This design comes from an exercise in tuning for small area, a short achievable clock period and few clock cycles per item on the open sky130 flow, not from production work.
Where RTL was checked, it was by simulation tests only, not by an equivalence proof against the original.
Power figures rest on the tool's default switching activity, not on a simulated workload.

==> flow/design.v (excerpt) <==
module ipm_dmx (
    input  logic             clk,
    input  logic             rstn,
    input  logic             cfg_valid_i,
    input  dmx_pkg::dmx_cfg_t         cfg_i,
    output logic             cfg_ready_o,
    input  dmx_pkg::lane_vec_t        dram_data_i,
    input  logic             dram_empty_i,
    output logic             dram_pop_o,
    input  dmx_pkg::lane_vec_t        smem_data_i,
    input  logic [dmx_pkg::SEL_W-1:0] smem_sel_i,
    input  logic             smem_empty_i,
    output logic             smem_pop_o,
    output dmx_pkg::lane_vec_t        dout_weight_o,
    output dmx_pkg::lane_vec_t        dout_act_o,
    output logic             valid_o,
    input  logic             ready_i
);
Size: roughly 1,500 cells after synthesis, about 1,100 I/O pins.
==> flow/config.mk <==
export PLATFORM = sky130hd
export DESIGN_NAME = ipm_dmx
export DESIGN_NICKNAME = ipm_dmx
export VERILOG_FILES = /design/flow/design.v
export SDC_FILE = /design/flow/constraint.sdc
export NUM_CORES = 4
export LEC_CHECK = 0
export ABC_CLOCK_PERIOD_IN_PS = 2400
export CAP_MARGIN = 20
export CORE_AREA = 5 5 435 145
export DIE_AREA = 0 0 440 150
export SETUP_SLACK_MARGIN = 2.7
export SLEW_MARGIN = 20
export SYNTH_HIERARCHICAL = 1
export SYNTH_MINIMUM_KEEP_SIZE = 0
==> flow/constraint.sdc <==
create_clock -name core_clock -period 5.0 [get_ports {clk}]
set_input_delay 1.0000 -clock core_clock [delete_from_list [all_inputs] [get_ports {clk}]]
set_output_delay 1.0000 -clock core_clock [all_outputs]
set_load 0.01 [all_outputs]
standard.sh (not shown) runs the stock make flow with config.mk's settings and CLKGATE_MAP_FILE= SYNTH_SCRIPT=/design/flow/synth_recipe.tcl, a recipe that flattens the netlist after the stock synthesis.
==> flow/flow/run.sh <==
#!/bin/bash
# Standard layout (the standard.sh, unchanged synthesis), with the port
# buffers made from the smallest buffer instead of the resizer's default pick.
set -o pipefail
bash standard.sh BUFFER_PORTS_ARGS="-buffer_cell sky130_fd_sc_hd__buf_1" finish > standard.log 2>&1
The first run completed with no timing, DRC or antenna violations.
Change:
CORE_AREA = 5 5 325 325   (was 5 5 435 145)
DIE_AREA = 0 0 330 330   (was 0 0 440 150)
After rerunning:
- via count falls by 3.2%
- register-to-register slack loses 0.14 ns
- clock-buffer cell count rises by 24
- total power rises by 9.4%
- flip-flop and latch count stays the same
- routed wire length rises by 4.1%
- design area rises by 4.4%
- global-route usage falls by 12 points
- first-iteration DRC count falls by about 25%
No run of this note included a check of the RTL's function; only the layout flow was run.


Another version of the RTL of ipm_dmx (not shown whole).
Size in the first run: about 1600 cells after synthesis, about 22000 sq um of cells after synthesis.
Settings: LEC_CHECK=0, ABC_CLOCK_PERIOD_IN_PS=2400, CAP_MARGIN=20, CORE_AREA=5 5 435 145, CTS_CLUSTER_DIAMETER=100, CTS_CLUSTER_SIZE=24, DIE_AREA=0 0 440 150, SETUP_SLACK_MARGIN=2.4, SLEW_MARGIN=20, SYNTH_HIERARCHICAL=1, SYNTH_MINIMUM_KEEP_SIZE=0; clock period 5.0 ns.
Scripts as last shown in full above: flow/flow/run.sh
The baseline finished with timing, DRC and antenna clean.
Then changed:
CORE_AREA = 5 5 325 325   (was 5 5 435 145)
DIE_AREA = 0 0 330 330   (was 0 0 440 150)
=>
- worst setup slack improves by 0.016 ns
- die area grows by 65%
- final area climbs by 5.4%
- wire length fell by 7.7%
- via count shrinks by 1.8%
- maximum frequency goes up by 0.62%
No run of this note included a check of the RTL's function; only the layout flow was run.


== maple ==
ipm_dmx, a different RTL version from the one above (not shown whole).
For scale: ~1,100 I/O pins, about 22,000 um2 of cells after synthesis.
export LEC_CHECK = 0
export ABC_CLOCK_PERIOD_IN_PS = 2400
export CAP_MARGIN = 20
export CORE_AREA = 5 5 325 325
export CTS_CLUSTER_DIAMETER = 100
export CTS_CLUSTER_SIZE = 24
export DIE_AREA = 0 0 330 330
export SETUP_SLACK_MARGIN = 2.6
export SLEW_MARGIN = 20
export SYNTH_HIERARCHICAL = 1
export SYNTH_MINIMUM_KEEP_SIZE = 0
create_clock -name core_clock -period 5.0 [get_ports {clk}]
Scripts as last shown in full above: flow/flow/run.sh
Layout checks on maple: not met. Flow itself completed; violations: slew limit.
Testbench counts of maple, summed over its fixed seeds: cycles 7,808, items 7,792.
### maple -> indigo
- SETUP_SLACK_MARGIN changed from 2.6 to 2.4
## What came out
- indigo finished all stages; the layout is clean.
- STATUS run=maple STAGES=ALL_DONE FINAL_CHECKS=FAILED CAUSE=slew limit
- As far as clock skew is concerned, indigo and maple perform about the same.
- Cell area after layout delta for indigo relative to maple: 1.8% lower
- Measured against each other, indigo and maple differ in power after layout, the higher figure coming from maple.
- Number of global-route vias before repair: indigo vs maple down 148
- maple has a higher pin count of the biggest net entering global routing than indigo.
- Between indigo and maple, it is indigo whose wire length of the first global-routing pass is lower, by 4.8%.

## port drivers added, routing unchanged
No port has a modelled driver above. Below, the same layouts with a new extraction and two added sets of constraints.
Step 1 assumes that a clkbuf_16 drives the clock port and a buf_2 every other input.
Step 2 times the ports against the registers' clock, not the clock port: input delays grow and output delays shrink by t, the midpoint of the rising clock arrivals with the driver on.
a / b / c = no drivers / after step 1 / after step 2; a / b = the first two.
| run | t (ns) | slack for setup (ns) | worst data-port slew with drivers (ns) | cell pins on the clock port's net |
|---|---|---|---|---|
| the first run of note 1 | 0.655 | 2.419 / 2.346 / 1.856 | 0.29 | 1 |
| the second run of note 1 | 0.677 | 2.427 / 2.376 / 1.891 | 0.21 | 1 |
| the first run of note 2 | 0.691 | 2.334 / 2.333 / 1.657 | 0.35 | 1 |
| the second run of note 2 | 0.657 | 2.350 / 2.347 / 1.690 | 0.28 | 1 |
| maple | 0.665 | 2.400 / 2.351 / 1.761 | 0.23 | 1 |
| indigo | 0.663 | 2.369 / 2.315 / 1.733 | 0.23 | 1 |
The setup slack of the first run of note 2, which loses most, moves by -0.001 ns with the drivers and by -0.677 ns with both steps.
